This is an optimization exercise on Yosys and OpenROAD, whose aim is small area and a short achievable clock period, not a production implementation. The RTL was checked by simulation tests, not by an equivalence proof against the original design. Power is estimated from default activity; no workload was simulated.

==> flow/design.v (excerpt) <==
module execute (
  input  logic         clk,
  input  logic         rst,
  input  logic         VCSub,
  input  logic         SelWriteData,
  input  logic         Rs1_sel,
  input  logic         Rs2_sel,
  input  logic [1:0]   SelectorOpA,
  input  logic [1:0]   SelectorOpB,
  input  logic [2:0]   ALUop,
  input  logic [31:0]  OpA,
  input  logic [31:0]  OpB,
  input  logic [31:0]  Imm,
  input  logic [255:0] OpAV,
  input  logic [255:0] OpBV,
  output logic         Zero,
  output logic         Carry,
  output logic         OverFlow,
  output logic         Negative,
  output logic         eq,
  output logic         bgt,
  output logic [31:0]  ALUresult,
  output logic [31:0]  WriteData,
  output logic [255:0] VALUresult
);
Size in the first run: roughly 10000 cells after synthesis, about 330 flip-flops, roughly 950 I/O pins.
clock: 11.0 ns
lec_check: 0
cap_margin: 20
core_margin: 2
core_utilization: 50
cts_buf_list: sky130_fd_sc_hd__clkbuf_8
place_density: 0.65
setup_slack_margin: 3.2
slew_margin: 20
synth_hierarchical: 1
synth_minimum_keep_size: 0
standard.sh (not shown) runs the stock make flow with config.mk's settings and CLKGATE_MAP_FILE= SYNTH_SCRIPT=/design/flow/synth_recipe.tcl, a recipe that flattens the netlist after the stock synthesis.
==> flow/flow/run.sh <==
#!/bin/bash
# Standard layout (the standard.sh), with two changes:
#  - the port buffers that buffer_ports inserts are the smallest plain buffer (buf_1)
#    instead of the tool's default pick (a delay buffer);
#  - Yosys's synth runs with -noabc, so that its quick ABC pass does not remap the
#    adder-tree logic before the full adders are extracted (the final ABC mapping still runs).
set -euo pipefail
cd "$(dirname "$0")/.."
export BUFFER_PORTS_ARGS="-buffer_cell sky130_fd_sc_hd__buf_1"
export SYNTH_ARGS="-noabc"
bash standard.sh > flow_standard.log 2>&1
The baseline went through all stages and came out clean.
Then changed:
--- a/flow/config.mk
+++ b/flow/config.mk
@@ -10 +10 @@
-export CORE_UTILIZATION = 50
+export CORE_UTILIZATION = 60
@@ -12 +12 @@
-export PLACE_DENSITY = 0.65
+export PLACE_DENSITY = 0.72
What happened: Die area decreases by about a fifth; global-route usage came out higher by 7.6 points; area after synthesis is unchanged; worst setup slack hardly moves; routed wire length drops slightly.

* * *

v6:
execute again, from the RTL that the note above started with.
Settings: LEC_CHECK=0, CAP_MARGIN=20, CORE_MARGIN=2, CORE_UTILIZATION=50, CTS_BUF_LIST=sky130_fd_sc_hd__clkbuf_8, PLACE_DENSITY=0.65, SETUP_SLACK_MARGIN=3.4, SLEW_MARGIN=20, SYNTH_HIERARCHICAL=1, SYNTH_MINIMUM_KEEP_SIZE=0; clock period 11.0 ns.
Scripts as last shown in full above: flow/flow/run.sh
### v6 -> v7
# v6
export LEC_CHECK = 0
export CAP_MARGIN = 20
export CORE_MARGIN = 2
export CORE_UTILIZATION = 50
export CTS_BUF_LIST = sky130_fd_sc_hd__clkbuf_8
export PLACE_DENSITY = 0.65
export SETUP_SLACK_MARGIN = 3.4
export SLEW_MARGIN = 20
export SYNTH_HIERARCHICAL = 1
export SYNTH_MINIMUM_KEEP_SIZE = 0
create_clock -name core_clock -period 11.0 [get_ports {clk}]
# v7
export LEC_CHECK = 0
export CAP_MARGIN = 20
export CORE_MARGIN = 2
export CORE_UTILIZATION = 55
export CTS_BUF_LIST = sky130_fd_sc_hd__clkbuf_8
export PLACE_DENSITY = 0.7
export SETUP_SLACK_MARGIN = 3.3
export SLEW_MARGIN = 20
export SYNTH_HIERARCHICAL = 1
export SYNTH_MINIMUM_KEEP_SIZE = 0
create_clock -name core_clock -period 11.0 [get_ports {clk}]
Notes after the runs:
- [diff] die area, v7 relative to v6: improvement
- Between v6 and v7, the final antenna-violating net count does not differ in any meaningful way.
- Of the two values seen for start point of the critical path, OpA[14] was produced by v7 and SelectorOpB[1] by v6.
- Going from v6 to v7, overall die width shrank by about 4.6%; clock power held steady; post-layout utilization of the core grew by 5.5 points.
- Per the comparison of v7 with v6, final period utilization went up, placeable core area shrank by about 9%, portion of total power attributed to the clock network higher, sequential share of layout area essentially unchanged, sequential power share saw an increase.
- As of v7, count of non-filler cells in the finished layout had fallen slightly compared to v6.

==> what the ideal ports hide <==
The flow's constraints put no driver on any port. The routed layouts listed below were extracted and timed again, unchanged, in two steps.
Step 1 sets driving cells, clkbuf_16 on the clock port and buf_2 on the other inputs (assumed; they add their load-dependent delay and slew).
Step 2 also shifts input and output timing later by t, the mid clock arrival at the registers, as if the neighbouring blocks saw the same clock.
Three values: no drivers, after step 1, after step 2; two values: the first two.
run | t, ns | slack for setup (ns) | worst hold slack (ns) | clock arrival spread, ns
the first run of note 1 | 0.943 | 2.929 / 2.982 / 2.039 | 1.327 / 1.253 / 2.196 | 0.114 / 0.114
the second run of note 1 | 0.909 | 2.932 / 2.968 / 2.059 | 1.517 / 1.447 / 2.357 | 0.134 / 0.135
v6 | 0.936 | 3.029 / 3.060 / 2.124 | 1.576 / 1.506 / 2.443 | 0.054 / 0.055
v7 | 0.895 | 2.660 / 2.707 / 1.813 | 1.359 / 1.297 / 2.191 | 0.083 / 0.083
After both steps setup and hold are still met in every run listed. For v6, which loses most, drivers alone change the setup slack by +0.031 ns; drivers and shift together by -0.905 ns.
